This is an optimization exercise on Yosys and OpenROAD, whose aim is small area, not a production implementation.
No functional check of the RTL was part of any run shown here.
Power is estimated from default activity; no workload was simulated.

## flow/design.v (module list and top-level ports; edited modules follow where they fit)
// module firFa: 10 lines
// module firHa: 9 lines
// module firHold: 9 lines
// module eegFirFilter: 1303 lines
module eegFirFilter (
    input logic clk,
    input logic reset,
    input logic [12:0] sampleIn,
    output logic [30:0] filterOut
);
  // ...
==> flow/flow/run.sh <==
#!/bin/bash
# Layout flow: the standard ORFS flow, with the port buffers made from the
# smallest buffer cell (every input and output port still gets its own buffer).
set -euo pipefail
bash standard.sh "BUFFER_PORTS_ARGS=-buffer_cell sky130_fd_sc_hd__buf_1" finish > standard_flow.log 2>&1
==> flow/standard.sh <==
#!/bin/bash
# synth_recipe.tcl (not shown) runs the flow's synth.tcl, then flattens the netlist and writes it again
# the make line also repeats each setting of config.mk as NAME=value (left out here)
make -C /OpenROAD-flow-scripts/flow DESIGN_CONFIG=/design/flow/config.mk WORK_HOME=/design/flow/orfs CLKGATE_MAP_FILE= SYNTH_SCRIPT=/design/flow/synth_recipe.tcl "${@:-finish}"
==> flow/config.mk <==
export PLATFORM = sky130hd
export DESIGN_NAME = eegFirFilter
export DESIGN_NICKNAME = eegFirFilter
export VERILOG_FILES = /design/flow/design.v
export SDC_FILE = /design/flow/constraint.sdc
export NUM_CORES = 4
export LEC_CHECK = 0
export ABC_AREA = 0
export CAP_MARGIN = 20
export CORE_MARGIN = 2
export CORE_UTILIZATION = 75
export CTS_BUF_LIST = sky130_fd_sc_hd__clkbuf_8
export CTS_CLUSTER_DIAMETER = 70
export CTS_CLUSTER_SIZE = 16
export PLACE_DENSITY = 0.85
export SLEW_MARGIN = 20
export SYNTH_HIERARCHICAL = 1
export SYNTH_MINIMUM_KEEP_SIZE = 0
==> flow/constraint.sdc <==
create_clock -name core_clock -period 6.0 [get_ports {clk}]
set_input_delay 1.2000 -clock core_clock [delete_from_list [all_inputs] [get_ports {clk}]]
set_output_delay 1.2000 -clock core_clock [all_outputs]
set_load 0.01 [all_outputs]
==> out/qor.csv, run 1 <==
stage,metric,value,unit
status,outcome,failed layout checks,
status,Violated Checks,negative setup slack,
worst_setup_path,kind of cell adding the most delay to the critical path,adder cells,
power,portion of total power attributed to the clock network,0.242,
clocking,H-tree depth reported by CTS,1,
worst_setup_path,sort of element at the start of the critical path,flip-flop,
worst_setup_path,delay of the slowest cell on the worst path,0.53,ns
sta,minimum setup slack in the final design,-0.163,ns
die,die area,0.0233,mm2
worst_setup_path,"Data required, critical path",4.80,ns
power,sequential power,2.27,mW
worst_setup_path,FF-to-FF setup slack,0.06,ns
layout,filler cell count,1126,
yosys,"synthesized-area fraction occupied by ao, oa, aoi and oai cells",0.109,
worst_hold_path,hold path endpoint,d2[10],
routing,drt via density,6.21,
yosys,adder and majority cell fraction of the synthesized area,0.454,
worst_setup_path,Crit Path Category,reg -> out,
global_routing,global-route wire length before repair,54.4,mm
layout,number of non-clock buffers in the layout,61,
power,switching fraction of total power,0.291,
sta,Final Setup Violations,7,
yosys,count of state elements after synthesis,321,
worst_setup_path,Crit Reg-Reg Endpoint,r3_71,
worst_setup_path,R2R cell count,12,
yosys,largest cells by area after synthesis,"fa_1, dfxtp_1, a22o_1, inv_1, ha_1",
layout,number of clock-tree buffers in the layout,25,
job,max-cap viol count,0,
worst_setup_path,cell count along the critical path,18,
worst_setup_path,Slowest cell on crit path,fa_1,
routing,wire length on met3,3.29,mm
==> inputs of run 2 (changes only) <==
--- a/flow/design.v
+++ b/flow/design.v
@@ -120,48 +120,48 @@
     logic r2_17;
     logic r2_18;
-    logic r3_19;
-    logic r3_20;
-    logic r3_21;
+    logic r2_19;
+    logic r2_20;
+    logic r2_21;
     logic r2_22;
-    logic r2_23;
-    logic r2_24;
+    logic r3_23;
+    logic r3_24;
     logic r2_25;
     logic r3_26;
-    logic r3_27;
+    logic r2_27;
     logic r3_28;
-    logic r3_29;
-    logic r2_30;
-    logic r3_31;
-    logic r2_32;
-    logic r3_33;
-    logic r2_34;
-    logic r3_35;
-    logic r2_36;
-    logic r3_37;
-    logic r2_38;
-    logic r3_39;
+    logic r2_29;
+    logic r3_30;
+    logic r2_31;
+    logic r3_32;
+    logic r2_33;
+    logic r3_34;
+    logic r2_35;
+    logic r3_36;
+    logic r2_37;
+    logic r3_38;
+    logic r2_39;
     logic r2_40;
-    logic r3_41;
-    logic r2_42;
-    logic r3_43;
+    logic r2_41;
+    logic r3_42;
+    logic r2_43;
     logic r2_44;
-    logic r2_45;
+    logic r3_45;
     logic r2_46;
-    logic r3_47;
-    logic r2_48;
+    logic r2_47;
+    logic r3_48;
     logic r2_49;
-    logic r3_50;
-    logic r2_51;
+    logic r2_50;
+    logic r3_51;
     logic r2_52;
-    logic r3_53;
-    logic r2_54;
-    logic r3_55;
+    logic r2_53;
+    logic r3_54;
+    logic r2_55;
     logic r2_56;
     logic r2_57;
     logic r3_58;
     logic r3_59;
-    logic r2_60;
+    logic r3_60;
     logic r2_61;
-    logic r3_62;
+    logic r2_62;
     logic r3_63;
     logic r3_64;
@@ -189,6 +189,4 @@
     logic r3_86;
     logic r3_87;
-    logic r3_88;
-    logic r3_89;
     always_ff @(posedge clk) begin
         v1 <= sampleIn[12] & ~reset;
@@ -205,5 +203,4 @@
         d1[5] <= sampleIn[5];
         d1[6] <= sampleIn[6];
-        d2[6] <= d1[6];
         d1[7] <= sampleIn[7];
         d2[7] <= d1[7];
@@ -223,4 +220,5 @@
     assign d2[4] = 1'b0;
     assign d2[5] = 1'b0;
+    assign d2[6] = 1'b0;
     logic [2:0] shiftEn, holdEn;
     assign shiftEn[0] = sampleIn[12] & ~reset;
@@ -234,5 +232,5 @@
     assign winIn[4] = d1[4];
     assign winIn[5] = d1[5];
-    assign winIn[6] = d2[6];
+    assign winIn[6] = d1[6];
     assign winIn[7] = d2[7];
     assign winIn[8] = d2[8];
@@ -253,6 +251,6 @@
     assign sEn[5] = shiftEn[1];
     assign hEn[5] = holdEn[1];
-    assign sEn[6] = shiftEn[2];
-    assign hEn[6] = holdEn[2];
+    assign sEn[6] = shiftEn[1];
+    assign hEn[6] = holdEn[1];
     assign sEn[7] = shiftEn[2];
     assign hEn[7] = holdEn[2];
@@ -369,7 +367,7 @@
     firFa u6 (.a(w0[5]), .b(w16[5]), .c(n5c), .s(n6s), .co(n6c));
     wire n7s, n7c;
-    firFa u7 (.a(w0[6]), .b(w16[6]), .c(r2_0), .s(n7s), .co(n7c));
+    firFa u7 (.a(w0[6]), .b(w16[6]), .c(n6c), .s(n7s), .co(n7c));
     wire n8s, n8c;
-    firFa u8 (.a(w0[7]), .b(w16[7]), .c(n7c), .s(n8s), .co(n8c));
+    firFa u8 (.a(w0[7]), .b(w16[7]), .c(r2_0), .s(n8s), .co(n8c));
     wire n9s, n9c;
     firFa u9 (.a(w0[8]), .b(w16[8]), .c(n8c), .s(n9s), .co(n9c));
@@ -394,7 +392,7 @@
     firFa u19 (.a(w1[5]), .b(w15[5]), .c(n18c), .s(n19s), .co(n19c));
     wire n20s, n20c;
-    firFa u20 (.a(w1[6]), .b(w15[6]), .c(r2_1), .s(n20s), .co(n20c));
+    firFa u20 (.a(w1[6]), .b(w15[6]), .c(n19c), .s(n20s), .co(n20c));
     wire n21s, n21c;
-    firFa u21 (.a(w1[7]), .b(w15[7]), .c(n20c), .s(n21s), .co(n21c));
+    firFa u21 (.a(w1[7]), .b(w15[7]), .c(r2_1), .s(n21s), .co(n21c));
     wire n22s, n22c;
     firFa u22 (.a(w1[8]), .b(w15[8]), .c(n21c), .s(n22s), .co(n22c));
@@ -419,7 +417,7 @@
     firFa u32 (.a(w2[5]), .b(w14[5]), .c(n31c), .s(n32s), .co(n32c));
     wire n33s, n33c;
-    firFa u33 (.a(w2[6]), .b(w14[6]), .c(r2_2), .s(n33s), .co(n33c));
+    firFa u33 (.a(w2[6]), .b(w14[6]), .c(n32c), .s(n33s), .co(n33c));
     wire n34s, n34c;
-    firFa u34 (.a(w2[7]), .b(w14[7]), .c(n33c), .s(n34s), .co(n34c));
+    firFa u34 (.a(w2[7]), .b(w14[7]), .c(r2_2), .s(n34s), .co(n34c));
     wire n35s, n35c;
     firFa u35 (.a(w2[8]), .b(w14[8]), .c(n34c), .s(n35s), .co(n35c));
@@ -444,7 +442,7 @@
     firFa u45 (.a(w3[5]), .b(w13[5]), .c(n44c), .s(n45s), .co(n45c));
     wire n46s, n46c;
-    firFa u46 (.a(w3[6]), .b(w13[6]), .c(r2_3), .s(n46s), .co(n46c));
+    firFa u46 (.a(w3[6]), .b(w13[6]), .c(n45c), .s(n46s), .co(n46c));
     wire n47s, n47c;
-    firFa u47 (.a(w3[7]), .b(w13[7]), .c(n46c), .s(n47s), .co(n47c));
+    firFa u47 (.a(w3[7]), .b(w13[7]), .c(r2_3), .s(n47s), .co(n47c));
     wire n48s, n48c;
     firFa u48 (.a(w3[8]), .b(w13[8]), .c(n47c), .s(n48s), .co(n48c));
@@ -469,7 +467,7 @@
     firFa u58 (.a(w4[5]), .b(w12[5]), .c(n57c), .s(n58s), .co(n58c));
     wire n59s, n59c;
-    firFa u59 (.a(w4[6]), .b(w12[6]), .c(r2_4), .s(n59s), .co(n59c));
+    firFa u59 (.a(w4[6]), .b(w12[6]), .c(n58c), .s(n59s), .co(n59c));
     wire n60s, n60c;
-    firFa u60 (.a(w4[7]), .b(w12[7]), .c(n59c), .s(n60s), .co(n60c));
+    firFa u60 (.a(w4[7]), .b(w12[7]), .c(r2_4), .s(n60s), .co(n60c));
     wire n61s, n61c;
     firFa u61 (.a(w4[8]), .b(w12[8]), .c(n60c), .s(n61s), .co(n61c));
@@ -494,7 +492,7 @@
     firFa u71 (.a(w5[5]), .b(w11[5]), .c(n70c), .s(n71s), .co(n71c));
     wire n72s, n72c;
-    firFa u72 (.a(w5[6]), .b(w11[6]), .c(r2_5), .s(n72s), .co(n72c));
+    firFa u72 (.a(w5[6]), .b(w11[6]), .c(n71c), .s(n72s), .co(n72c));
     wire n73s, n73c;
-    firFa u73 (.a(w5[7]), .b(w11[7]), .c(n72c), .s(n73s), .co(n73c));
+    firFa u73 (.a(w5[7]), .b(w11[7]), .c(r2_5), .s(n73s), .co(n73c));
     wire n74s, n74c;
     firFa u74 (.a(w5[8]), .b(w11[8]), .c(n73c), .s(n74s), .co(n74c));
@@ -519,7 +517,7 @@
     firFa u84 (.a(w6[5]), .b(w10[5]), .c(n83c), .s(n84s), .co(n84c));
     wire n85s, n85c;
-    firFa u85 (.a(w6[6]), .b(w10[6]), .c(r2_6), .s(n85s), .co(n85c));
+    firFa u85 (.a(w6[6]), .b(w10[6]), .c(n84c), .s(n85s), .co(n85c));
     wire n86s, n86c;
-    firFa u86 (.a(w6[7]), .b(w10[7]), .c(n85c), .s(n86s), .co(n86c));
+    firFa u86 (.a(w6[7]), .b(w10[7]), .c(r2_6), .s(n86s), .co(n86c));
     wire n87s, n87c;
     firFa u87 (.a(w6[8]), .b(w10[8]), .c(n86c), .s(n87s), .co(n87c));
@@ -544,7 +542,7 @@
     firFa u97 (.a(w7[5]), .b(w9[5]), .c(n96c), .s(n97s), .co(n97c));
     wire n98s, n98c;
-    firFa u98 (.a(w7[6]), .b(w9[6]), .c(r2_7), .s(n98s), .co(n98c));
+    firFa u98 (.a(w7[6]), .b(w9[6]), .c(n97c), .s(n98s), .co(n98c));
     wire n99s, n99c;
-    firFa u99 (.a(w7[7]), .b(w9[7]), .c(n98c), .s(n99s), .co(n99c));
+    firFa u99 (.a(w7[7]), .b(w9[7]), .c(r2_7), .s(n99s), .co(n99c));
     wire n100s, n100c;
     firFa u100 (.a(w7[8]), .b(w9[8]), .c(n99c), .s(n100s), .co(n100c));
@@ -567,7 +565,7 @@
     firFa u109 (.a(n71s), .b(n31s), .c(n108c), .s(n109s), .co(n109c));
     wire n110s, n110c;
-    firFa u110 (.a(n72s), .b(r2_8), .c(r2_9), .s(n110s), .co(n110c));
+    firFa u110 (.a(n72s), .b(n32s), .c(n109c), .s(n110s), .co(n110c));
     wire n111s, n111c;
-    firFa u111 (.a(n73s), .b(n33s), .c(n110c), .s(n111s), .co(n111c));
+    firFa u111 (.a(n73s), .b(r2_8), .c(r2_9), .s(n111s), .co(n111c));
     wire n112s, n112c;
     firFa u112 (.a(n74s), .b(n34s), .c(n111c), .s(n112s), .co(n112c));
@@ -597,7 +595,7 @@
     firFa u126 (.a(n45s), .b(n84s), .c(n125c), .s(n126s), .co(n126c));
     wire n127s, n127c;
-    firFa u127 (.a(n46s), .b(n85s), .c(r2_10), .s(n127s), .co(n127c));
+    firFa u127 (.a(n46s), .b(n85s), .c(n126c), .s(n127s), .co(n127c));
     wire n128s, n128c;
-    firFa u128 (.a(n47s), .b(n86s), .c(n127c), .s(n128s), .co(n128c));
+    firFa u128 (.a(n47s), .b(n86s), .c(r2_10), .s(n128s), .co(n128c));
     wire n129s, n129c;
     firFa u129 (.a(n48s), .b(n87s), .c(n128c), .s(n129s), .co(n129c));
@@ -622,7 +620,7 @@
     firFa u139 (.a(n126s), .b(n18s), .c(n138c), .s(n139s), .co(n139c));
     wire n140s, n140c;
-    firFa u140 (.a(n127s), .b(r2_11), .c(r2_12), .s(n140s), .co(n140c));
+    firFa u140 (.a(n127s), .b(n19s), .c(n139c), .s(n140s), .co(n140c));
     wire n141s, n141c;
-    firFa u141 (.a(n128s), .b(n20s), .c(n140c), .s(n141s), .co(n141c));
+    firFa u141 (.a(n128s), .b(r2_11), .c(r2_12), .s(n141s), .co(n141c));
     wire n142s, n142c;
     firFa u142 (.a(n129s), .b(n21s), .c(n141c), .s(n142s), .co(n142c));
@@ -652,7 +650,7 @@
     firFa u155 (.a(n58s), .b(n109s), .c(n154c), .s(n155s), .co(n155c));
     wire n156s, n156c;
-    firFa u156 (.a(n59s), .b(n110s), .c(r2_13), .s(n156s), .co(n156c));
+    firFa u156 (.a(n59s), .b(n110s), .c(n155c), .s(n156s), .co(n156c));
     wire n157s, n157c;
-    firFa u157 (.a(n60s), .b(n111s), .c(n156c), .s(n157s), .co(n157c));
+    firFa u157 (.a(n60s), .b(n111s), .c(r2_13), .s(n157s), .co(n157c));
     wire n158s, n158c;
     firFa u158 (.a(n61s), .b(n112s), .c(n157c), .s(n158s), .co(n158c));
@@ -685,10 +683,10 @@
     wire n178s, n178c;
     firFa u178 (.a(n58s), .b(n177), .c(n176c), .s(n178s), .co(n178c));
-    wire n179 = ~r2_14;
+    wire n179 = ~w8[5];
     wire n180s, n180c;
-    firFa u180 (.a(n59s), .b(n179), .c(r2_15), .s(n180s), .co(n180c));
-    wire n181 = ~w8[6];
+    firFa u180 (.a(n59s), .b(n179), .c(n178c), .s(n180s), .co(n180c));
+    wire n181 = ~r2_14;
     wire n182s, n182c;
-    firFa u182 (.a(n60s), .b(n181), .c(n180c), .s(n182s), .co(n182c));
+    firFa u182 (.a(n60s), .b(n181), .c(r2_15), .s(n182s), .co(n182c));
     wire n183 = ~w8[7];
     wire n184s, n184c;
@@ -717,11 +715,11 @@
     wire n200s, n200c;
     firFa u200 (.a(n139s), .b(n199), .c(n198c), .s(n200s), .co(n200c));
-    wire n201 = ~r2_16;
+    wire n201 = ~n83s;
     wire n202s, n202c;
-    firFa u202 (.a(n140s), .b(n201), .c(r2_17), .s(n202s), .co(n202c));
-    wire n203 = ~r2_18;
+    firFa u202 (.a(n140s), .b(n201), .c(n200c), .s(n202s), .co(n202c));
+    wire n203 = ~r2_16;
     wire n204s, n204c;
-    firFa u204 (.a(n141s), .b(n203), .c(n202c), .s(n204s), .co(n204c));
-    wire n205 = ~n85s;
+    firFa u204 (.a(n141s), .b(n203), .c(r2_17), .s(n204s), .co(n204c));
+    wire n205 = ~r2_18;
     wire n206s, n206c;
     firFa u206 (.a(n142s), .b(n205), .c(n204c), .s(n206s), .co(n206c));
@@ -741,7 +739,7 @@
     wire n216s, n216c;
     firFa u216 (.a(n149s), .b(n215), .c(n214c), .s(n216s), .co(n216c));
-    wire n217 = ~r3_20;
+    wire n217 = ~n91c;
     wire n218s, n218c;
-    firFa u218 (.a(r3_19), .b(n217), .c(r3_21), .s(n218s), .co(n218c));
+    firFa u218 (.a(n149c), .b(n217), .c(n216c), .s(n218s), .co(n218c));
     wire n219 = n41s ^ n92s;
     wire n220 = n41s | ~n92s;
@@ -758,10 +756,10 @@
     wire n228s, n228c;
     firFa u228 (.a(n45s), .b(n227), .c(n226c), .s(n228s), .co(n228c));
-    wire n229 = ~r2_22;
+    wire n229 = ~n97s;
     wire n230s, n230c;
-    firFa u230 (.a(n46s), .b(n229), .c(r2_23), .s(n230s), .co(n230c));
-    wire n231 = ~n98s;
+    firFa u230 (.a(n46s), .b(n229), .c(n228c), .s(n230s), .co(n230c));
+    wire n231 = ~r2_19;
     wire n232s, n232c;
-    firFa u232 (.a(n47s), .b(n231), .c(n230c), .s(n232s), .co(n232c));
+    firFa u232 (.a(n47s), .b(n231), .c(r2_20), .s(n232s), .co(n232c));
     wire n233 = ~n99s;
     wire n234s, n234c;
@@ -792,11 +790,11 @@
     wire n252s, n252c;
     firFa u252 (.a(n155s), .b(n251), .c(n250c), .s(n252s), .co(n252c));
-    wire n253 = ~r2_24;
+    wire n253 = ~n96s;
     wire n254s, n254c;
-    firFa u254 (.a(n156s), .b(n253), .c(r2_25), .s(n254s), .co(n254c));
-    wire n255 = ~r2_22;
+    firFa u254 (.a(n156s), .b(n253), .c(n252c), .s(n254s), .co(n254c));
+    wire n255 = ~r2_21;
     wire n256s, n256c;
-    firFa u256 (.a(n157s), .b(n255), .c(n254c), .s(n256s), .co(n256c));
-    wire n257 = ~n98s;
+    firFa u256 (.a(n157s), .b(n255), .c(r2_22), .s(n256s), .co(n256c));
+    wire n257 = ~r2_19;
     wire n258s, n258c;
     firFa u258 (.a(n158s), .b(n257), .c(n256c), .s(n258s), .co(n258c));
@@ -816,9 +814,9 @@
     wire n268s, n268c;
     firFa u268 (.a(n165), .b(n267), .c(n266c), .s(n268s), .co(n268c));
-    wire n269 = ~r3_27;
+    wire n269 = ~n104c;
     wire n270s, n270c;
-    firFa u270 (.a(r3_26), .b(n269), .c(r3_28), .s(n270s), .co(n270c));
-    wire n271 = r3_29 ^ n270c;
-    wire n272 = r3_29 & ~n270c;
+    firFa u270 (.a(n167), .b(n269), .c(n268c), .s(n270s), .co(n270c));
+    wire n271 = r3_23 ^ r3_24;
+    wire n272 = r3_23 & ~r3_24;
     wire n273 = ~n1s;
     wire n274s, n274c;
@@ -915,20 +913,20 @@
     wire n331s, n331c;
     firFa u331 (.a(n224s), .b(n193), .c(n319c), .s(n331s), .co(n331c));
-    wire n332 = ~n176s;
+    wire n332s, n332c;
+    firFa u332 (.a(w8[6]), .b(n176s), .c(n321c), .s(n332s), .co(n332c));
     wire n333s, n333c;
-    firFa u333 (.a(n332), .b(n329s), .c(n330s), .s(n333s), .co(n333c));
-    wire n334s, n334c;
-    firFa u334 (.a(n322c), .b(n331s), .c(n333s), .s(n334s), .co(n334c));
-    wire n335 = ~n334s;
-    wire n336s, n336c;
-    firFa u336 (.a(n321c), .b(n324c), .c(n335), .s(n336s), .co(n336c));
+    firFa u333 (.a(n329s), .b(n330s), .c(n7s), .s(n333s), .co(n333c));
+    wire n334 = ~n332s;
+    wire n335s, n335c;
+    firFa u335 (.a(n322c), .b(n331s), .c(n334), .s(n335s), .co(n335c));
+    wire n336 = ~n324c;
     wire n337s, n337c;
-    firFa u337 (.a(n336s), .b(n325c), .c(n327c), .s(n337s), .co(n337c));
-    wire n338 = ~n7s;
+    firFa u337 (.a(n333s), .b(n336), .c(n335s), .s(n337s), .co(n337c));
+    wire n338 = ~n202s;
     wire n339s, n339c;
-    firFa u339 (.a(r2_42), .b(w8[6]), .c(n338), .s(n339s), .co(n339c));
-    wire n340 = ~n254s;
+    firFa u339 (.a(n337s), .b(n338), .c(n254s), .s(n339s), .co(n339c));
+    wire n340 = ~n339s;
     wire n341s, n341c;
-    firFa u341 (.a(n339s), .b(n202s), .c(n340), .s(n341s), .co(n341c));
+    firFa u341 (.a(n325c), .b(n327c), .c(n340), .s(n341s), .co(n341c));
     wire n342s, n342c;
     firFa u342 (.a(n53s), .b(n40s), .c(n328c), .s(n342s), .co(n342c));
@@ -940,439 +938,440 @@
     firFa u345 (.a(n226s), .b(n330c), .c(n331c), .s(n345s), .co(n345c));
     wire n346s, n346c;
-    firFa u346 (.a(n343s), .b(n344s), .c(n333c), .s(n346s), .co(n346c));
+    firFa u346 (.a(n343s), .b(n344s), .c(n196s), .s(n346s), .co(n346c));
     wire n347s, n347c;
-    firFa u347 (.a(n196s), .b(n345s), .c(n334c), .s(n347s), .co(n347c));
-    wire n348 = ~n178s;
+    firFa u347 (.a(n333c), .b(n345s), .c(n346s), .s(n347s), .co(n347c));
+    wire n348 = ~n335c;
     wire n349s, n349c;
-    firFa u349 (.a(n348), .b(n346s), .c(n347s), .s(n349s), .co(n349c));
-    wire n350 = ~r2_45;
+    firFa u349 (.a(n178s), .b(n332c), .c(n348), .s(n349s), .co(n349c));
+    wire n350 = ~n349s;
     wire n351s, n351c;
-    firFa u351 (.a(r2_44), .b(n350), .c(r2_46), .s(n351s), .co(n351c));
-    wire n352s, n352c;
-    firFa u352 (.a(w8[7]), .b(n351s), .c(n339c), .s(n352s), .co(n352c));
+    firFa u351 (.a(n347s), .b(n337c), .c(n350), .s(n351s), .co(n351c));
+    wire n352 = ~r2_41;
     wire n353s, n353c;
-    firFa u353 (.a(n352s), .b(n204s), .c(n341c), .s(n353s), .co(n353c));
-    wire n354 = ~n353s;
+    firFa u353 (.a(r2_39), .b(r2_40), .c(n352), .s(n353s), .co(n353c));
+    wire n354 = ~w8[7];
     wire n355s, n355c;
-    firFa u355 (.a(n8s), .b(n256s), .c(n354), .s(n355s), .co(n355c));
-    wire n356s, n356c;
-    firHa u356 (.a(n169), .b(n219), .s(n356s), .co(n356c));
+    firFa u355 (.a(n354), .b(n8s), .c(n353s), .s(n355s), .co(n355c));
+    wire n356 = ~n204s;
     wire n357s, n357c;
-    firFa u357 (.a(n356s), .b(n342c), .c(n343c), .s(n357s), .co(n357c));
+    firFa u357 (.a(n355s), .b(n356), .c(n256s), .s(n357s), .co(n357c));
     wire n358s, n358c;
-    firFa u358 (.a(n109s), .b(n228s), .c(n344c), .s(n358s), .co(n358c));
+    firHa u358 (.a(n169), .b(n219), .s(n358s), .co(n358c));
     wire n359s, n359c;
-    firFa u359 (.a(n248s), .b(n345c), .c(n357s), .s(n359s), .co(n359c));
+    firFa u359 (.a(n358s), .b(n342c), .c(n7s), .s(n359s), .co(n359c));
     wire n360s, n360c;
-    firFa u360 (.a(n358s), .b(n346c), .c(n198s), .s(n360s), .co(n360c));
+    firFa u360 (.a(n33s), .b(n343c), .c(n109s), .s(n360s), .co(n360c));
     wire n361s, n361c;
-    firFa u361 (.a(n359s), .b(n347c), .c(n360s), .s(n361s), .co(n361c));
-    wire n362 = ~w8[8];
+    firFa u361 (.a(n228s), .b(n344c), .c(n248s), .s(n361s), .co(n361c));
+    wire n362s, n362c;
+    firFa u362 (.a(n345c), .b(n359s), .c(n360s), .s(n362s), .co(n362c));
     wire n363s, n363c;
-    firFa u363 (.a(r2_48), .b(r2_49), .c(n362), .s(n363s), .co(n363c));
+    firFa u363 (.a(n198s), .b(n346c), .c(n361s), .s(n363s), .co(n363c));
     wire n364s, n364c;
-    firFa u364 (.a(n7s), .b(n33s), .c(n363s), .s(n364s), .co(n364c));
+    firFa u364 (.a(n362s), .b(n347c), .c(n363s), .s(n364s), .co(n364c));
     wire n365 = ~n364s;
     wire n366s, n366c;
-    firFa u366 (.a(n351c), .b(n180s), .c(n365), .s(n366s), .co(n366c));
-    wire n367 = ~n9s;
+    firFa u366 (.a(n180s), .b(n349c), .c(n365), .s(n366s), .co(n366c));
+    wire n367 = ~r2_43;
     wire n368s, n368c;
-    firFa u368 (.a(n367), .b(n352c), .c(n366s), .s(n368s), .co(n368c));
+    firFa u368 (.a(n367), .b(r2_44), .c(w8[8]), .s(n368s), .co(n368c));
     wire n369s, n369c;
-    firFa u369 (.a(n368s), .b(n206s), .c(n353c), .s(n369s), .co(n369c));
-    wire n370 = ~n369s;
-    wire n371s, n371c;
-    firFa u371 (.a(n258s), .b(n370), .c(n355c), .s(n371s), .co(n371c));
+    firFa u369 (.a(n353c), .b(n9s), .c(n355c), .s(n369s), .co(n369c));
+    wire n370s, n370c;
+    firFa u370 (.a(n369s), .b(n258s), .c(n357c), .s(n370s), .co(n370c));
+    wire n371 = ~n370s;
     wire n372s, n372c;
-    firFa u372 (.a(n356c), .b(n172s), .c(n222s), .s(n372s), .co(n372c));
+    firFa u372 (.a(n368s), .b(n206s), .c(n371), .s(n372s), .co(n372c));
     wire n373s, n373c;
-    firFa u373 (.a(n372s), .b(n357c), .c(n358c), .s(n373s), .co(n373c));
+    firFa u373 (.a(n358c), .b(n172s), .c(n222s), .s(n373s), .co(n373c));
     wire n374s, n374c;
-    firFa u374 (.a(n250s), .b(n359c), .c(n373s), .s(n374s), .co(n374c));
+    firFa u374 (.a(n373s), .b(n359c), .c(n110s), .s(n374s), .co(n374c));
     wire n375s, n375c;
-    firFa u375 (.a(n200s), .b(n360c), .c(n374s), .s(n375s), .co(n375c));
-    wire n376 = ~w8[9];
+    firFa u375 (.a(n230s), .b(n360c), .c(n250s), .s(n375s), .co(n375c));
+    wire n376s, n376c;
+    firFa u376 (.a(n361c), .b(n362c), .c(n374s), .s(n376s), .co(n376c));
     wire n377s, n377c;
-    firFa u377 (.a(r2_51), .b(r2_52), .c(n376), .s(n377s), .co(n377c));
+    firFa u377 (.a(n200s), .b(n363c), .c(n375s), .s(n377s), .co(n377c));
     wire n378s, n378c;
-    firFa u378 (.a(n363c), .b(n377s), .c(n8s), .s(n378s), .co(n378c));
-    wire n379s, n379c;
-    firFa u379 (.a(n34s), .b(n110s), .c(n230s), .s(n379s), .co(n379c));
+    firFa u378 (.a(n376s), .b(n364c), .c(n377s), .s(n378s), .co(n378c));
+    wire n379 = ~r2_46;
     wire n380s, n380c;
-    firFa u380 (.a(n364c), .b(n378s), .c(n379s), .s(n380s), .co(n380c));
-    wire n381 = ~n10s;
+    firFa u380 (.a(n379), .b(r2_47), .c(w8[9]), .s(n380s), .co(n380c));
+    wire n381 = ~n368c;
     wire n382s, n382c;
-    firFa u382 (.a(n182s), .b(n366c), .c(n381), .s(n382s), .co(n382c));
-    wire n383 = ~n380s;
+    firFa u382 (.a(n8s), .b(n34s), .c(n381), .s(n382s), .co(n382c));
+    wire n383 = ~n382s;
     wire n384s, n384c;
-    firFa u384 (.a(n383), .b(n368c), .c(n382s), .s(n384s), .co(n384c));
-    wire n385s, n385c;
-    firFa u385 (.a(n384s), .b(n208s), .c(n369c), .s(n385s), .co(n385c));
-    wire n386 = ~n385s;
+    firFa u384 (.a(n380s), .b(n182s), .c(n383), .s(n384s), .co(n384c));
+    wire n385 = ~n384s;
+    wire n386s, n386c;
+    firFa u386 (.a(n10s), .b(n369c), .c(n385), .s(n386s), .co(n386c));
     wire n387s, n387c;
-    firFa u387 (.a(n260s), .b(n386), .c(n371c), .s(n387s), .co(n387c));
-    wire n388s, n388c;
-    firFa u388 (.a(n174s), .b(n224s), .c(n372c), .s(n388s), .co(n388c));
+    firFa u387 (.a(n386s), .b(n260s), .c(n370c), .s(n387s), .co(n387c));
+    wire n388 = ~n387s;
     wire n389s, n389c;
-    firFa u389 (.a(n388s), .b(n373c), .c(n252s), .s(n389s), .co(n389c));
+    firFa u389 (.a(n208s), .b(n388), .c(n372c), .s(n389s), .co(n389c));
     wire n390s, n390c;
-    firFa u390 (.a(n374c), .b(n389s), .c(n375c), .s(n390s), .co(n390c));
-    wire n391 = ~w8[10];
+    firFa u390 (.a(n174s), .b(n224s), .c(n373c), .s(n390s), .co(n390c));
+    wire n391s, n391c;
+    firFa u391 (.a(n390s), .b(n374c), .c(n252s), .s(n391s), .co(n391c));
     wire n392s, n392c;
-    firFa u392 (.a(r2_54), .b(n391), .c(n377c), .s(n392s), .co(n392c));
+    firFa u392 (.a(n375c), .b(n376c), .c(n202s), .s(n392s), .co(n392c));
     wire n393s, n393c;
-    firFa u393 (.a(n392s), .b(n9s), .c(n35s), .s(n393s), .co(n393c));
-    wire n394s, n394c;
-    firFa u394 (.a(n378c), .b(n111s), .c(n232s), .s(n394s), .co(n394c));
+    firFa u393 (.a(n377c), .b(n391s), .c(n392s), .s(n393s), .co(n393c));
+    wire n394 = ~w8[10];
     wire n395s, n395c;
-    firFa u395 (.a(n379c), .b(n393s), .c(n380c), .s(n395s), .co(n395c));
-    wire n396 = ~n184s;
+    firFa u395 (.a(r2_49), .b(r2_50), .c(n394), .s(n395s), .co(n395c));
+    wire n396s, n396c;
+    firFa u396 (.a(n395s), .b(n9s), .c(n35s), .s(n396s), .co(n396c));
     wire n397s, n397c;
-    firFa u397 (.a(n396), .b(n394s), .c(n202s), .s(n397s), .co(n397c));
+    firFa u397 (.a(n111s), .b(n232s), .c(n382c), .s(n397s), .co(n397c));
     wire n398s, n398c;
-    firFa u398 (.a(n11s), .b(n395s), .c(n397s), .s(n398s), .co(n398c));
-    wire n399 = ~n398s;
-    wire n400s, n400c;
-    firFa u400 (.a(n382c), .b(n384c), .c(n399), .s(n400s), .co(n400c));
+    firFa u398 (.a(n380c), .b(n184s), .c(n384c), .s(n398s), .co(n398c));
+    wire n399s, n399c;
+    firFa u399 (.a(n396s), .b(n397s), .c(n11s), .s(n399s), .co(n399c));
+    wire n400 = ~n398s;
     wire n401s, n401c;
-    firFa u401 (.a(n400s), .b(n210s), .c(n385c), .s(n401s), .co(n401c));
-    wire n402 = ~n401s;
-    wire n403s, n403c;
-    firFa u403 (.a(n262s), .b(n402), .c(n387c), .s(n403s), .co(n403c));
+    firFa u401 (.a(n400), .b(n386c), .c(n399s), .s(n401s), .co(n401c));
+    wire n402s, n402c;
+    firFa u402 (.a(n401s), .b(n262s), .c(n387c), .s(n402s), .co(n402c));
+    wire n403 = ~n402s;
     wire n404s, n404c;
-    firHa u404 (.a(n176s), .b(n226s), .s(n404s), .co(n404c));
+    firFa u404 (.a(n210s), .b(n403), .c(n389c), .s(n404s), .co(n404c));
     wire n405s, n405c;
-    firFa u405 (.a(n388c), .b(n404s), .c(n389c), .s(n405s), .co(n405c));
+    firHa u405 (.a(n176s), .b(n226s), .s(n405s), .co(n405c));
     wire n406s, n406c;
-    firFa u406 (.a(r2_56), .b(r2_57), .c(w8[11]), .s(n406s), .co(n406c));
+    firFa u406 (.a(n390c), .b(n405s), .c(n254s), .s(n406s), .co(n406c));
     wire n407s, n407c;
-    firFa u407 (.a(n406s), .b(n392c), .c(n10s), .s(n407s), .co(n407c));
+    firFa u407 (.a(n391c), .b(n392c), .c(n406s), .s(n407s), .co(n407c));
     wire n408s, n408c;
-    firFa u408 (.a(n36s), .b(n393c), .c(n112s), .s(n408s), .co(n408c));
+    firFa u408 (.a(r2_52), .b(r2_53), .c(w8[11]), .s(n408s), .co(n408c));
     wire n409s, n409c;
-    firFa u409 (.a(n234s), .b(n394c), .c(n254s), .s(n409s), .co(n409c));
+    firFa u409 (.a(n408s), .b(n395c), .c(n10s), .s(n409s), .co(n409c));
     wire n410s, n410c;
-    firFa u410 (.a(n407s), .b(n395c), .c(n408s), .s(n410s), .co(n410c));
+    firFa u410 (.a(n36s), .b(n396c), .c(n112s), .s(n410s), .co(n410c));
     wire n411s, n411c;
-    firFa u411 (.a(n204s), .b(n397c), .c(n409s), .s(n411s), .co(n411c));
-    wire n412s, n412c;
-    firFa u412 (.a(n410s), .b(n398c), .c(n411s), .s(n412s), .co(n412c));
+    firFa u411 (.a(n234s), .b(n397c), .c(n409s), .s(n411s), .co(n411c));
+    wire n412 = ~n186s;
     wire n413s, n413c;
-    firFa u413 (.a(n186s), .b(n13s), .c(n400c), .s(n413s), .co(n413c));
+    firFa u413 (.a(n412), .b(n410s), .c(n204s), .s(n413s), .co(n413c));
     wire n414s, n414c;
-    firFa u414 (.a(n413s), .b(n401c), .c(n212s), .s(n414s), .co(n414c));
-    wire n415s, n415c;
-    firFa u415 (.a(n412s), .b(n264s), .c(n403c), .s(n415s), .co(n415c));
-    wire n416 = r3_58 ^ r3_59;
-    wire n417 = r3_58 & ~r3_59;
+    firFa u414 (.a(n399c), .b(n411s), .c(n413s), .s(n414s), .co(n414c));
+    wire n415 = ~n401c;
+    wire n416s, n416c;
+    firFa u416 (.a(n398c), .b(n13s), .c(n415), .s(n416s), .co(n416c));
+    wire n417s, n417c;
+    firFa u417 (.a(n414s), .b(n402c), .c(n264s), .s(n417s), .co(n417c));
     wire n418s, n418c;
-    firFa u418 (.a(n404c), .b(n178s), .c(n228s), .s(n418s), .co(n418c));
-    wire n419s, n419c;
-    firFa u419 (.a(r2_60), .b(r2_61), .c(n406c), .s(n419s), .co(n419c));
-    wire n420s, n420c;
-    firFa u420 (.a(n419s), .b(n11s), .c(n37s), .s(n420s), .co(n420c));
+    firFa u418 (.a(n416s), .b(n212s), .c(n404c), .s(n418s), .co(n418c));
+    wire n419 = n418s ^ n417s;
+    wire n420 = n418s & ~n417s;
     wire n421s, n421c;
-    firFa u421 (.a(n407c), .b(n113s), .c(n236s), .s(n421s), .co(n421c));
+    firFa u421 (.a(n405c), .b(n178s), .c(n228s), .s(n421s), .co(n421c));
     wire n422s, n422c;
-    firFa u422 (.a(n408c), .b(n256s), .c(n409c), .s(n422s), .co(n422c));
+    firFa u422 (.a(r2_55), .b(r2_56), .c(r2_57), .s(n422s), .co(n422c));
     wire n423s, n423c;
-    firFa u423 (.a(n420s), .b(n410c), .c(n421s), .s(n423s), .co(n423c));
+    firFa u423 (.a(n408c), .b(n422s), .c(n11s), .s(n423s), .co(n423c));
     wire n424s, n424c;
-    firFa u424 (.a(n206s), .b(n411c), .c(n422s), .s(n424s), .co(n424c));
+    firFa u424 (.a(n37s), .b(n409c), .c(n113s), .s(n424s), .co(n424c));
     wire n425s, n425c;
-    firFa u425 (.a(n423s), .b(n412c), .c(n424s), .s(n425s), .co(n425c));
+    firFa u425 (.a(n236s), .b(n410c), .c(n256s), .s(n425s), .co(n425c));
     wire n426s, n426c;
-    firFa u426 (.a(n13c), .b(n188s), .c(n413c), .s(n426s), .co(n426c));
+    firFa u426 (.a(n411c), .b(n423s), .c(n424s), .s(n426s), .co(n426c));
     wire n427s, n427c;
-    firFa u427 (.a(n426s), .b(n414c), .c(n266s), .s(n427s), .co(n427c));
+    firFa u427 (.a(n206s), .b(n413c), .c(n425s), .s(n427s), .co(n427c));
     wire n428s, n428c;
-    firFa u428 (.a(r3_62), .b(r3_63), .c(r3_64), .s(n428s), .co(n428c));
-    wire n429 = ~n428s;
+    firFa u428 (.a(n426s), .b(n414c), .c(n427s), .s(n428s), .co(n428c));
+    wire n429s, n429c;
+    firFa u429 (.a(n13c), .b(n188s), .c(n416c), .s(n429s), .co(n429c));
     wire n430s, n430c;
-    firFa u430 (.a(r3_65), .b(n417), .c(n429), .s(n430s), .co(n430c));
+    firFa u430 (.a(n428s), .b(n417c), .c(n214s), .s(n430s), .co(n430c));
     wire n431s, n431c;
-    firHa u431 (.a(r2_66), .b(n419c), .s(n431s), .co(n431c));
-    wire n432s, n432c;
-    firFa u432 (.a(n180s), .b(n230s), .c(n431s), .s(n432s), .co(n432c));
+    firFa u431 (.a(n429s), .b(n266s), .c(n418c), .s(n431s), .co(n431c));
+    wire n432 = ~r3_58;
     wire n433s, n433c;
-    firFa u433 (.a(n432s), .b(n420c), .c(n114s), .s(n433s), .co(n433c));
+    firFa u433 (.a(n432), .b(r3_59), .c(r3_60), .s(n433s), .co(n433c));
     wire n434s, n434c;
-    firFa u434 (.a(n238s), .b(n421c), .c(n258s), .s(n434s), .co(n434c));
-    wire n435 = ~n422c;
+    firHa u434 (.a(n180s), .b(n230s), .s(n434s), .co(n434c));
+    wire n435s, n435c;
+    firFa u435 (.a(r2_61), .b(r2_62), .c(n422c), .s(n435s), .co(n435c));
     wire n436s, n436c;
-    firFa u436 (.a(n13s), .b(n39s), .c(n435), .s(n436s), .co(n436c));
+    firFa u436 (.a(n435s), .b(n423c), .c(n114s), .s(n436s), .co(n436c));
     wire n437s, n437c;
-    firFa u437 (.a(n423c), .b(n433s), .c(n190s), .s(n437s), .co(n437c));
-    wire n438s, n438c;
-    firFa u438 (.a(n208s), .b(n424c), .c(n434s), .s(n438s), .co(n438c));
+    firFa u437 (.a(n238s), .b(n424c), .c(n258s), .s(n437s), .co(n437c));
+    wire n438 = ~n425c;
     wire n439s, n439c;
-    firFa u439 (.a(n437s), .b(n425c), .c(n438s), .s(n439s), .co(n439c));
-    wire n440 = ~n439s;
+    firFa u439 (.a(n13s), .b(n39s), .c(n438), .s(n439s), .co(n439c));
+    wire n440s, n440c;
+    firFa u440 (.a(n426c), .b(n436s), .c(n190s), .s(n440s), .co(n440c));
     wire n441s, n441c;
-    firFa u441 (.a(n436s), .b(n440), .c(n426c), .s(n441s), .co(n441c));
+    firFa u441 (.a(n208s), .b(n427c), .c(n437s), .s(n441s), .co(n441c));
     wire n442s, n442c;
-    firFa u442 (.a(r3_67), .b(r3_68), .c(r3_69), .s(n442s), .co(n442c));
+    firFa u442 (.a(n440s), .b(n428c), .c(n441s), .s(n442s), .co(n442c));
     wire n443 = ~n442s;
     wire n444s, n444c;
-    firFa u444 (.a(r3_70), .b(n428c), .c(n443), .s(n444s), .co(n444c));
-    wire n445 = n430c ^ n444s;
-    wire n446 = n430c & ~n444s;
-    wire n447s, n447c;
-    firHa u447 (.a(n431c), .b(n182s), .s(n447s), .co(n447c));
+    firFa u444 (.a(n439s), .b(n429c), .c(n443), .s(n444s), .co(n444c));
+    wire n445 = ~n430c;
+    wire n446s, n446c;
+    firFa u446 (.a(n444s), .b(n268s), .c(n445), .s(n446s), .co(n446c));
+    wire n447 = ~r3_63;
     wire n448s, n448c;
-    firFa u448 (.a(n232s), .b(n432c), .c(n447s), .s(n448s), .co(n448c));
-    wire n449 = ~n448s;
+    firFa u448 (.a(n447), .b(r3_64), .c(r3_65), .s(n448s), .co(n448c));
+    wire n449s, n449c;
+    firHa u449 (.a(n433c), .b(n448s), .s(n449s), .co(n449c));
     wire n450s, n450c;
-    firFa u450 (.a(n449), .b(n13c), .c(n39c), .s(n450s), .co(n450c));
+    firHa u450 (.a(r2_66), .b(n435c), .s(n450s), .co(n450c));
     wire n451s, n451c;
-    firFa u451 (.a(n433c), .b(n260s), .c(n434c), .s(n451s), .co(n451c));
-    wire n452s, n452c;
-    firFa u452 (.a(n450s), .b(n240s), .c(n436c), .s(n452s), .co(n452c));
+    firFa u451 (.a(n182s), .b(n232s), .c(n450s), .s(n451s), .co(n451c));
+    wire n452 = ~n451s;
     wire n453s, n453c;
-    firFa u453 (.a(n116s), .b(n192s), .c(n437c), .s(n453s), .co(n453c));
+    firFa u453 (.a(n452), .b(n13c), .c(n39c), .s(n453s), .co(n453c));
     wire n454s, n454c;
-    firFa u454 (.a(n210s), .b(n438c), .c(n451s), .s(n454s), .co(n454c));
+    firFa u454 (.a(n436c), .b(n260s), .c(n437c), .s(n454s), .co(n454c));
     wire n455s, n455c;
-    firFa u455 (.a(n453s), .b(n439c), .c(n454s), .s(n455s), .co(n455c));
-    wire n456 = ~n455s;
+    firFa u455 (.a(n453s), .b(n240s), .c(n439c), .s(n455s), .co(n455c));
+    wire n456s, n456c;
+    firFa u456 (.a(n116s), .b(n192s), .c(n440c), .s(n456s), .co(n456c));
     wire n457s, n457c;
-    firFa u457 (.a(n452s), .b(n456), .c(n441c), .s(n457s), .co(n457c));
+    firFa u457 (.a(n210s), .b(n441c), .c(n454s), .s(n457s), .co(n457c));
     wire n458s, n458c;
-    firFa u458 (.a(r3_71), .b(n442c), .c(n270s), .s(n458s), .co(n458c));
+    firFa u458 (.a(n456s), .b(n442c), .c(n457s), .s(n458s), .co(n458c));
     wire n459 = ~n458s;
     wire n460s, n460c;
-    firFa u460 (.a(n218s), .b(n444c), .c(n459), .s(n460s), .co(n460c));
-    wire n461 = n446 ^ n460s;
-    wire n462 = n446 & ~n460s;
+    firFa u460 (.a(n455s), .b(n459), .c(n444c), .s(n460s), .co(n460c));
+    wire n461s, n461c;
+    firFa u461 (.a(r3_67), .b(r3_68), .c(r3_69), .s(n461s), .co(n461c));
+    wire n462 = ~r3_70;
     wire n463s, n463c;
-    firHa u463 (.a(n447c), .b(n184s), .s(n463s), .co(n463c));
+    firFa u463 (.a(n462), .b(n461s), .c(n448c), .s(n463s), .co(n463c));
     wire n464s, n464c;
-    firFa u464 (.a(n234s), .b(n448c), .c(n463s), .s(n464s), .co(n464c));
+    firHa u464 (.a(n449c), .b(n463s), .s(n464s), .co(n464c));
     wire n465s, n465c;
-    firFa u465 (.a(n464s), .b(n192c), .c(n262s), .s(n465s), .co(n465c));
+    firHa u465 (.a(n450c), .b(n184s), .s(n465s), .co(n465c));
     wire n466s, n466c;
-    firFa u466 (.a(n450c), .b(n242s), .c(n452c), .s(n466s), .co(n466c));
+    firFa u466 (.a(n234s), .b(n451c), .c(n465s), .s(n466s), .co(n466c));
     wire n467s, n467c;
-    firFa u467 (.a(n451c), .b(n453c), .c(n454c), .s(n467s), .co(n467c));
-    wire n468 = ~n465s;
+    firFa u467 (.a(n466s), .b(n192c), .c(n262s), .s(n467s), .co(n467c));
+    wire n468s, n468c;
+    firFa u468 (.a(n453c), .b(n242s), .c(n455c), .s(n468s), .co(n468c));
     wire n469s, n469c;
-    firFa u469 (.a(n118s), .b(n468), .c(n466s), .s(n469s), .co(n469c));
-    wire n470s, n470c;
-    firFa u470 (.a(n212s), .b(n455c), .c(n467s), .s(n470s), .co(n470c));
-    wire n471 = ~r3_73;
+    firFa u469 (.a(n454c), .b(n456c), .c(n457c), .s(n469s), .co(n469c));
+    wire n470 = ~n467s;
+    wire n471s, n471c;
+    firFa u471 (.a(n118s), .b(n470), .c(n468s), .s(n471s), .co(n471c));
     wire n472s, n472c;
-    firFa u472 (.a(r3_72), .b(n471), .c(r3_74), .s(n472s), .co(n472c));
-    wire n473 = ~n218c;
+    firFa u472 (.a(n212s), .b(n458c), .c(n469s), .s(n472s), .co(n472c));
+    wire n473 = ~n472s;
     wire n474s, n474c;
-    firFa u474 (.a(n473), .b(n472s), .c(n271), .s(n474s), .co(n474c));
-    wire n475 = ~n460c;
-    wire n476s, n476c;
-    firFa u476 (.a(n458c), .b(n474s), .c(n475), .s(n476s), .co(n476c));
+    firFa u474 (.a(n471s), .b(n473), .c(n460c), .s(n474s), .co(n474c));
+    wire n475s, n475c;
+    firFa u475 (.a(r3_71), .b(n271), .c(n461c), .s(n475s), .co(n475c));
+    wire n476 = ~r3_72;
     wire n477s, n477c;
-    firHa u477 (.a(n462), .b(n476s), .s(n477s), .co(n477c));
+    firFa u477 (.a(n476), .b(n475s), .c(n463c), .s(n477s), .co(n477c));
     wire n478s, n478c;
-    firHa u478 (.a(n463c), .b(n186s), .s(n478s), .co(n478c));
+    firHa u478 (.a(n464c), .b(n477s), .s(n478s), .co(n478c));
     wire n479s, n479c;
-    firFa u479 (.a(n236s), .b(n464c), .c(n478s), .s(n479s), .co(n479c));
+    firHa u479 (.a(n465c), .b(n186s), .s(n479s), .co(n479c));
     wire n480s, n480c;
-    firFa u480 (.a(n479s), .b(n119), .c(n465c), .s(n480s), .co(n480c));
-    wire n481 = ~n264s;
-    wire n482s, n482c;
-    firFa u482 (.a(n243), .b(n466c), .c(n481), .s(n482s), .co(n482c));
+    firFa u480 (.a(n236s), .b(n466c), .c(n479s), .s(n480s), .co(n480c));
+    wire n481s, n481c;
+    firFa u481 (.a(n480s), .b(n119), .c(n467c), .s(n481s), .co(n481c));
+    wire n482 = ~n264s;
     wire n483s, n483c;
-    firFa u483 (.a(n469c), .b(n214s), .c(n482s), .s(n483s), .co(n483c));
+    firFa u483 (.a(n243), .b(n468c), .c(n482), .s(n483s), .co(n483c));
     wire n484s, n484c;
-    firFa u484 (.a(r3_75), .b(r3_76), .c(r3_77), .s(n484s), .co(n484c));
-    wire n485 = ~n484s;
-    wire n486s, n486c;
-    firFa u486 (.a(r3_78), .b(n485), .c(n472c), .s(n486s), .co(n486c));
-    wire n487 = ~n272;
-    wire n488s, n488c;
-    firFa u488 (.a(n487), .b(n486s), .c(n474c), .s(n488s), .co(n488c));
+    firFa u484 (.a(n471c), .b(n214s), .c(n483s), .s(n484s), .co(n484c));
+    wire n485s, n485c;
+    firFa u485 (.a(n469c), .b(n481s), .c(n472c), .s(n485s), .co(n485c));
+    wire n486 = ~r3_74;
+    wire n487s, n487c;
+    firFa u487 (.a(r3_73), .b(n486), .c(r3_75), .s(n487s), .co(n487c));
+    wire n488 = ~n272;
     wire n489s, n489c;
-    firFa u489 (.a(n488s), .b(n476c), .c(n477c), .s(n489s), .co(n489c));
+    firFa u489 (.a(n488), .b(n487s), .c(n475c), .s(n489s), .co(n489c));
     wire n490s, n490c;
-    firHa u490 (.a(n478c), .b(n188s), .s(n490s), .co(n490c));
+    firFa u490 (.a(n489s), .b(n477c), .c(n478c), .s(n490s), .co(n490c));
     wire n491s, n491c;
-    firFa u491 (.a(n238s), .b(n479c), .c(n490s), .s(n491s), .co(n491c));
-    wire n492 = ~n120;
-    wire n493s, n493c;
-    firFa u493 (.a(n491s), .b(n244), .c(n492), .s(n493s), .co(n493c));
-    wire n494 = ~n482c;
-    wire n495s, n495c;
-    firFa u495 (.a(n480c), .b(n493s), .c(n494), .s(n495s), .co(n495c));
+    firHa u491 (.a(n479c), .b(n188s), .s(n491s), .co(n491c));
+    wire n492s, n492c;
+    firFa u492 (.a(n238s), .b(n480c), .c(n491s), .s(n492s), .co(n492c));
+    wire n493 = ~n120;
+    wire n494s, n494c;
+    firFa u494 (.a(n492s), .b(n244), .c(n493), .s(n494s), .co(n494c));
+    wire n495 = ~n483c;
     wire n496s, n496c;
-    firFa u496 (.a(r3_79), .b(r3_70), .c(r3_80), .s(n496s), .co(n496c));
-    wire n497 = ~n496s;
-    wire n498s, n498c;
-    firFa u498 (.a(r3_81), .b(n484c), .c(n497), .s(n498s), .co(n498c));
-    wire n499 = ~n498s;
-    wire n500s, n500c;
-    firFa u500 (.a(n486c), .b(n499), .c(n488c), .s(n500s), .co(n500c));
+    firFa u496 (.a(n481c), .b(n494s), .c(n495), .s(n496s), .co(n496c));
+    wire n497s, n497c;
+    firFa u497 (.a(n266s), .b(n216s), .c(n484c), .s(n497s), .co(n497c));
+    wire n498 = ~r3_78;
+    wire n499s, n499c;
+    firFa u499 (.a(r3_76), .b(r3_77), .c(n498), .s(n499s), .co(n499c));
+    wire n500 = ~n499s;
     wire n501s, n501c;
-    firHa u501 (.a(n500s), .b(n489c), .s(n501s), .co(n501c));
-    wire n502 = n190s ^ n240s;
-    wire n503 = n190s | n240s;
-    wire n504s, n504c;
-    firFa u504 (.a(n490c), .b(n491c), .c(n502), .s(n504s), .co(n504c));
+    firFa u501 (.a(n487c), .b(n500), .c(n489c), .s(n501s), .co(n501c));
+    wire n502s, n502c;
+    firHa u502 (.a(n501s), .b(n490c), .s(n502s), .co(n502c));
+    wire n503 = n190s ^ n240s;
+    wire n504 = n190s | n240s;
     wire n505s, n505c;
-    firFa u505 (.a(r3_82), .b(r3_83), .c(r3_84), .s(n505s), .co(n505c));
+    firFa u505 (.a(n491c), .b(n492c), .c(n503), .s(n505s), .co(n505c));
     wire n506s, n506c;
-    firFa u506 (.a(r3_68), .b(n496c), .c(n218s), .s(n506s), .co(n506c));
-    wire n507 = ~n506s;
-    wire n508s, n508c;
-    firFa u508 (.a(n505s), .b(n498c), .c(n507), .s(n508s), .co(n508c));
-    wire n509 = ~n508s;
-    wire n510s, n510c;
-    firFa u510 (.a(n509), .b(n500c), .c(n501c), .s(n510s), .co(n510c));
+    firFa u506 (.a(n505s), .b(n494c), .c(n496c), .s(n506s), .co(n506c));
+    wire n507s, n507c;
+    firFa u507 (.a(r3_79), .b(r3_70), .c(r3_80), .s(n507s), .co(n507c));
+    wire n508 = ~n507s;
+    wire n509s, n509c;
+    firFa u509 (.a(r3_81), .b(n508), .c(n499c), .s(n509s), .co(n509c));
+    wire n510 = ~n509s;
     wire n511s, n511c;
-    firFa u511 (.a(n503), .b(n192s), .c(n242s), .s(n511s), .co(n511c));
+    firFa u511 (.a(n510), .b(n501c), .c(n502c), .s(n511s), .co(n511c));
     wire n512s, n512c;
-    firFa u512 (.a(r3_85), .b(n218c), .c(n270s), .s(n512s), .co(n512c));
-    wire n513 = ~n506c;
-    wire n514s, n514c;
-    firFa u514 (.a(r3_86), .b(n505c), .c(n513), .s(n514s), .co(n514c));
-    wire n515 = ~n512s;
-    wire n516s, n516c;
-    firFa u516 (.a(n515), .b(n508c), .c(n514s), .s(n516s), .co(n516c));
-    wire n517 = n510c ^ n516s;
-    wire n518 = n510c & ~n516s;
-    wire n519s, n519c;
-    firFa u519 (.a(n192c), .b(n243), .c(n511c), .s(n519s), .co(n519c));
+    firFa u512 (.a(n504), .b(n192s), .c(n242s), .s(n512s), .co(n512c));
+    wire n513s, n513c;
+    firFa u513 (.a(r3_82), .b(r3_72), .c(r3_68), .s(n513s), .co(n513c));
+    wire n514 = ~n507c;
+    wire n515s, n515c;
+    firFa u515 (.a(r3_83), .b(r3_84), .c(n514), .s(n515s), .co(n515c));
+    wire n516 = ~n513s;
+    wire n517s, n517c;
+    firFa u517 (.a(n516), .b(n509c), .c(n515s), .s(n517s), .co(n517c));
+    wire n518 = n511c ^ n517s;
+    wire n519 = n511c & ~n517s;
     wire n520s, n520c;
-    firFa u520 (.a(r3_87), .b(n271), .c(n512c), .s(n520s), .co(n520c));
-    wire n521 = ~n520s;
-    wire n522s, n522c;
-    firFa u522 (.a(n521), .b(n514c), .c(n516c), .s(n522s), .co(n522c));
-    wire n523 = n518 ^ n522s;
-    wire n524 = n518 & ~n522s;
-    wire n525 = ~r3_89;
-    wire n526s, n526c;
-    firFa u526 (.a(r3_88), .b(n525), .c(n272), .s(n526s), .co(n526c));
-    wire n527 = ~n520c;
-    wire n528s, n528c;
-    firFa u528 (.a(n526s), .b(n527), .c(n522c), .s(n528s), .co(n528c));
-    wire n529 = n524 ^ n528s;
-    wire n530 = n524 & ~n528s;
-    wire n531 = ~n530;
-    wire n532s, n532c;
-    firFa u532 (.a(n526c), .b(n528c), .c(n531), .s(n532s), .co(n532c));
+    firFa u520 (.a(n192c), .b(n243), .c(n512c), .s(n520s), .co(n520c));
+    wire n521s, n521c;
+    firFa u521 (.a(r3_85), .b(n271), .c(n513c), .s(n521s), .co(n521c));
+    wire n522 = ~n521s;
+    wire n523s, n523c;
+    firFa u523 (.a(n522), .b(n515c), .c(n517c), .s(n523s), .co(n523c));
+    wire n524 = n519 ^ n523s;
+    wire n525 = n519 & ~n523s;
+    wire n526 = ~r3_87;
+    wire n527s, n527c;
+    firFa u527 (.a(r3_86), .b(n526), .c(n272), .s(n527s), .co(n527c));
+    wire n528 = ~n521c;
+    wire n529s, n529c;
+    firFa u529 (.a(n527s), .b(n528), .c(n523c), .s(n529s), .co(n529c));
+    wire n530 = n525 ^ n529s;
+    wire n531 = n525 & ~n529s;
+    wire n532 = ~n531;
+    wire n533s, n533c;
+    firFa u533 (.a(n527c), .b(n529c), .c(n532), .s(n533s), .co(n533c));
     always_ff @(posedge clk) begin
-        r2_0 <= n6c;
-        r2_1 <= n19c;
-        r2_2 <= n32c;
-        r2_3 <= n45c;
-        r2_4 <= n58c;
-        r2_5 <= n71c;
-        r2_6 <= n84c;
-        r2_7 <= n97c;
-        r2_8 <= n32s;
-        r2_9 <= n109c;
-        r2_10 <= n126c;
-        r2_11 <= n19s;
-        r2_12 <= n139c;
-        r2_13 <= n155c;
-        r2_14 <= w8[5];
-        r2_15 <= n178c;
-        r2_16 <= n83s;
-        r2_17 <= n200c;
-        r2_18 <= n84s;
-        r3_19 <= n149c;
-        r3_20 <= n91c;
-        r3_21 <= n216c;
-        r2_22 <= n97s;
-        r2_23 <= n228c;
-        r2_24 <= n96s;
-        r2_25 <= n252c;
-        r3_26 <= n167;
-        r3_27 <= n104c;
-        r3_28 <= n268c;
-        r3_29 <= n168;
-        r2_30 <= n275;
-        r3_31 <= r2_30;
-        r2_32 <= n281s;
-        r3_33 <= r2_32;
-        r2_34 <= n289;
-        r3_35 <= r2_34;
-        r2_36 <= n301s;
-        r3_37 <= r2_36;
-        r2_38 <= n314s;
-        r3_39 <= r2_38;
-        r2_40 <= n327s;
-        r3_41 <= r2_40;
-        r2_42 <= n337s;
-        r3_43 <= n341s;
-        r2_44 <= n336c;
-        r2_45 <= n349s;
-        r2_46 <= n337c;
-        r3_47 <= n355s;
-        r2_48 <= n349c;
-        r2_49 <= n361s;
-        r3_50 <= n371s;
-        r2_51 <= n361c;
-        r2_52 <= n375s;
-        r3_53 <= n387s;
-        r2_54 <= n390s;
-        r3_55 <= n403s;
-        r2_56 <= n405s;
-        r2_57 <= n390c;
-        r3_58 <= n414s;
-        r3_59 <= n415s;
-        r2_60 <= n418s;
-        r2_61 <= n405c;
-        r3_62 <= n425s;
-        r3_63 <= n214s;
-        r3_64 <= n415c;
-        r3_65 <= n427s;
-        r2_66 <= n418c;
-        r3_67 <= n441s;
-        r3_68 <= n268s;
-        r3_69 <= n427c;
-        r3_70 <= n216s;
-        r3_71 <= n457s;
-        r3_72 <= n469s;
-        r3_73 <= n470s;
-        r3_74 <= n457c;
-        r3_75 <= n467c;
-        r3_76 <= n480s;
-        r3_77 <= n470c;
-        r3_78 <= n483s;
-        r3_79 <= n266s;
-        r3_80 <= n483c;
-        r3_81 <= n495s;
-        r3_82 <= n504s;
-        r3_83 <= n493c;
-        r3_84 <= n495c;
-        r3_85 <= n511s;
-        r3_86 <= n504c;
-        r3_87 <= n519s;
-        r3_88 <= n244;
-        r3_89 <= n519c;
+        r2_0 <= n7c;
+        r2_1 <= n20c;
+        r2_2 <= n33c;
+        r2_3 <= n46c;
+        r2_4 <= n59c;
+        r2_5 <= n72c;
+        r2_6 <= n85c;
+        r2_7 <= n98c;
+        r2_8 <= n33s;
+        r2_9 <= n110c;
+        r2_10 <= n127c;
+        r2_11 <= n20s;
+        r2_12 <= n140c;
+        r2_13 <= n156c;
+        r2_14 <= w8[6];
+        r2_15 <= n180c;
+        r2_16 <= n84s;
+        r2_17 <= n202c;
+        r2_18 <= n85s;
+        r2_19 <= n98s;
+        r2_20 <= n230c;
+        r2_21 <= n97s;
+        r2_22 <= n254c;
+        r3_23 <= n168;
+        r3_24 <= n270c;
+        r2_25 <= n275;
+        r3_26 <= r2_25;
+        r2_27 <= n281s;
+        r3_28 <= r2_27;
+        r2_29 <= n289;
+        r3_30 <= r2_29;
+        r2_31 <= n301s;
+        r3_32 <= r2_31;
+        r2_33 <= n314s;
+        r3_34 <= r2_33;
+        r2_35 <= n327s;
+        r3_36 <= r2_35;
+        r2_37 <= n341s;
+        r3_38 <= r2_37;
+        r2_39 <= n351s;
+        r2_40 <= n339c;
+        r2_41 <= n341c;
+        r3_42 <= n357s;
+        r2_43 <= n351c;
+        r2_44 <= n366s;
+        r3_45 <= n372s;
+        r2_46 <= n378s;
+        r2_47 <= n366c;
+        r3_48 <= n389s;
+        r2_49 <= n378c;
+        r2_50 <= n393s;
+        r3_51 <= n404s;
+        r2_52 <= n393c;
+        r2_53 <= n407s;
+        r3_54 <= n419;
+        r2_55 <= n421s;
+        r2_56 <= n406c;
+        r2_57 <= n407c;
+        r3_58 <= n430s;
+        r3_59 <= n420;
+        r3_60 <= n431s;
+        r2_61 <= n421c;
+        r2_62 <= n434s;
+        r3_63 <= n216s;
+        r3_64 <= n431c;
+        r3_65 <= n446s;
+        r2_66 <= n434c;
+        r3_67 <= n460s;
+        r3_68 <= n270s;
+        r3_69 <= n446c;
+        r3_70 <= n218s;
+        r3_71 <= n474s;
+        r3_72 <= n218c;
+        r3_73 <= n484s;
+        r3_74 <= n485s;
+        r3_75 <= n474c;
+        r3_76 <= n496s;
+        r3_77 <= n485c;
+        r3_78 <= n497s;
+        r3_79 <= n268s;
+        r3_80 <= n497c;
+        r3_81 <= n506s;
+        r3_82 <= n512s;
+        r3_83 <= n505c;
+        r3_84 <= n506c;
+        r3_85 <= n520s;
+        r3_86 <= n244;
+        r3_87 <= n520c;
     end
     logic [23:0] sum;
-    assign sum[0] = ~r3_31;
-    assign sum[1] = r3_33;
-    assign sum[2] = ~r3_35;
-    assign sum[3] = r3_37;
-    assign sum[4] = r3_39;
-    assign sum[5] = r3_41;
-    assign sum[6] = r3_43;
-    assign sum[7] = ~r3_47;
-    assign sum[8] = ~r3_50;
-    assign sum[9] = ~r3_53;
-    assign sum[10] = ~r3_55;
-    assign sum[11] = ~n416;
-    assign sum[12] = n430s;
-    assign sum[13] = ~n445;
-    assign sum[14] = ~n461;
-    assign sum[15] = n477s;
-    assign sum[16] = n489s;
-    assign sum[17] = n501s;
-    assign sum[18] = n510s;
-    assign sum[19] = ~n517;
-    assign sum[20] = ~n523;
-    assign sum[21] = ~n529;
-    assign sum[22] = ~n532s;
-    assign sum[23] = n532c;
+    assign sum[0] = ~r3_26;
+    assign sum[1] = r3_28;
+    assign sum[2] = ~r3_30;
+    assign sum[3] = r3_32;
+    assign sum[4] = r3_34;
+    assign sum[5] = r3_36;
+    assign sum[6] = r3_38;
+    assign sum[7] = ~r3_42;
+    assign sum[8] = r3_45;
+    assign sum[9] = r3_48;
+    assign sum[10] = r3_51;
+    assign sum[11] = ~r3_54;
+    assign sum[12] = n433s;
+    assign sum[13] = n449s;
+    assign sum[14] = n464s;
+    assign sum[15] = n478s;
+    assign sum[16] = n490s;
+    assign sum[17] = n502s;
+    assign sum[18] = n511s;
+    assign sum[19] = ~n518;
+    assign sum[20] = ~n524;
+    assign sum[21] = ~n530;
+    assign sum[22] = ~n533s;
+    assign sum[23] = n533c;
     assign filterOut = {v4, outCount == 5'd17, {6{sum[23]}}, sum[22:0]};
 endmodule
==> run 2 against run 1 <==
Net effect: now clean on timing, DRC and antenna; first-iteration DRC count increased by 1.9%; critical path depth decreased by 4; wire length decreased by 5.0%; sequential share of layout area increased by 0.10 points; clock skew increased by 0.011 ns; global-route usage decreased by 1.3 points; critical endpoint is now r2_37; largest cell class unchanged.
==> out/qor.csv, run 2 <==
stage,metric,value,unit,change
sta,final max-slew violation count,0,,
worst_hold_path,hold path endpoint,r3_30,,
sta,Final Setup Violations,0,,-7
worst_setup_path,R2R cell count,14,,+2
worst_setup_path,arrival time of data at the critical path endpoint,6.36,ns,
placed_design,DPL Wire Length,26.1,mm,
die,chip width,153,um,
placed_design,number of instances in the placed design,1422,,
routing,drt via density,6.10,,-1.7%
layout,fraction of final layout cells sized beyond drive strength 1,0.0770,,
status,outcome,timing/DRC/antenna clean,,
global_routing,GR met2 Demand/Resource,0.438,,
power,power density over the cells,238,mW/mm2,
die,standard cell core area,0.0218,mm2,
worst_setup_path,Crit Reg-Reg Endpoint,r2_37,,
placed_design,GP Congestion,0.930,,
power,highest ir drop seen on vdd,0.211,mV,
clocking,clock buffers created by TritonCTS,24,,
power,portion of total power attributed to the clock network,0.250,,+0.008
layout,area growth from synthesis to layout,6.03,%,
power,switching fraction of total power,0.290,,-0.000937
yosys,Synth Instances,1113,,
clocking,CTS tree,done,,
sta,actual transition at the worst max-transition pin,1.00,ns,
worst_setup_path,Crit Path Category,reg -> reg,,
job,max-cap viol count,0,,unchanged
layout,filler cell count,1196,,+6.2%
clocking,clock-pin slew on the worst setup and hold paths,0.10,ns,
yosys,top cell type by total area after synthesis,fa_1,,
clocking,H-tree depth reported by CTS,1,,unchanged
layout,"leading cell type in the layout, fill and taps excluded",fa_1,,
sta,relative slew slack,0.331,,
yosys,net count after synthesis,1520,,
die,die area,0.0233,mm2,-0.13%
worst_setup_path,sort of element at the start of the critical path,flip-flop,,
global_routing,largest net degree at the start of global routing,103,,
yosys,count of state elements after synthesis,318,,-0.93%
sta,unrepaired setup endpoints after global routing,yes,,
global_routing,global-route wire length before repair,52.3,mm,-3.7%
placed_design,Setup Slack @ Placement,-0.0721,ns,
sta,Worst Skew,0.0382,ns,
yosys,largest cells by area after synthesis,"fa_1, dfxtp_1, a22o_1, inv_1, ha_1",,
layout,"commonest cells after routing, fill and taps aside","fa_1, dfxtp_1, a22o_1",,
yosys,most common cell in the synthesized netlist,fa_1,,
sta,minimum setup slack in the final design,0.0985,ns,+0.262 ns
worst_setup_path,"Data required, critical path",6.46,ns,+1.66 ns
clocking,number of clock sinks,318,,
routing,number of detailed-route iterations in the first pass,5,,
worst_setup_path,FF-to-FF setup slack,0.1,ns,+0.04 ns
-- run 2: cell types whose count changed in the layout (fill, tap and decap cells not counted), sizes merged --
cell      before  now
inv          154  156
clkinv         2    1
clkinvlp       0    1
dfxtp        321  318
-- run 2: power groups by stage --
stage	logic (mW)	clock network (mW)	registers (mW)
after floorplan	0.783	0	2.30
after global placement	0.851	0	2.30
final	0.874	1.04	2.26
after CTS	0.896	1.06	2.26
after global routing	1.05	1.13	2.27
after detailed placement	0.890	0	2.31
-- run 2: worst max path at each step --
stage | slack, ns | startpoint | to
2_1_floorplan | 0.23 | reset | w0[0]
3_3_place_gp | 0.06 | w5[7] | r3_71
3_5_place_dp | -0.07 | w11[7] | r3_71
4_1_cts | 0.0003 | w3[0] | r2_37
5_1_grt | -0.06 | w3[0] | r2_37
6_report | 0.1 | w3[0] | r2_37
-- run 2: logic make-up after synthesis --
| kind of cell | Yosys count | synth area share |
|---|---|---|
| flip-flops | 318 | 0.385 |
| AND/OR/NAND/NOR | 18 | 0.00605 |
| AO/OA/AOI/OAI | 208 | 0.110 |
| XOR/XNOR | 2 | 0.00106 |
| adder cells (fa/ha/maj) | 392 | 0.454 |
| buffers and inverters | 175 | 0.0447 |
-- run 2: per-stage QoR --
step	hold WS, ns	TNS, ns
floorplan	0.310	0
global placement	0.310	0
detailed placement	0.314	-0.0926
CTS	0.337	0
global route	0.342	-0.0708
finish	0.334	0
-- run 2: metal layers --
layer / vias up / part of all wire
met1: 4726 / 0.44
met4: 0 / 0.020
li1: 3793 / -
met3: 51 / 0.084
met5: - / 0
met2: 354 / 0.46
-- run 2: area by class of cell --
type                    count  area [um2]  area share
clock buffers              24         330      0.0188
repair buffers             62         310      0.0177
inverters                 152         571      0.0325
clock inverters             6        46.3     0.00264
flip-flops and latches    318        6380       0.363
multi-input cells         620        9570       0.545
well taps                 280         350      0.0200
-- run 2: critical path, stage by stage (launching register included) --
cell and delay, ns:
dfxtp_2 0.35, ha_1 0.23, fa_2 0.37, fa_2 0.39, fa_2 0.59, fa_2 0.45, fa_1 0.44, fa_1 0.40
fa_1 0.39, fa_1 0.47, fa_1 0.60, inv_1 0.07, fa_1 0.53, inv_1 0.07, fa_1 0.43
-- run 2: repair_timing --
item                       CTS  global route
hold buffers                 0             0
hold endpoints to repair     0             0
pin swaps                    2            15
setup endpoints to repair    3             7
resized for setup           12            30
buffers inserted             0             9
-- run 2: per-module statistics from Yosys, one instance, submodules excluded --
module	cells	cell area (um2)	flops+latches	times used
eegFirFilter	537	7510	318	1
firFa	1	20.0	0	347
firHa	1	12.5	0	25
firHold	1	8.76	0	204

Check on run 2: ideal ports give 0.099 ns setup slack; a clkbuf_16 on the clock port and buf_2 on the inputs give 0.099 ns; moving port delays by the midpoint clock arrival (0.630 ns) as well gives 0.099 ns.
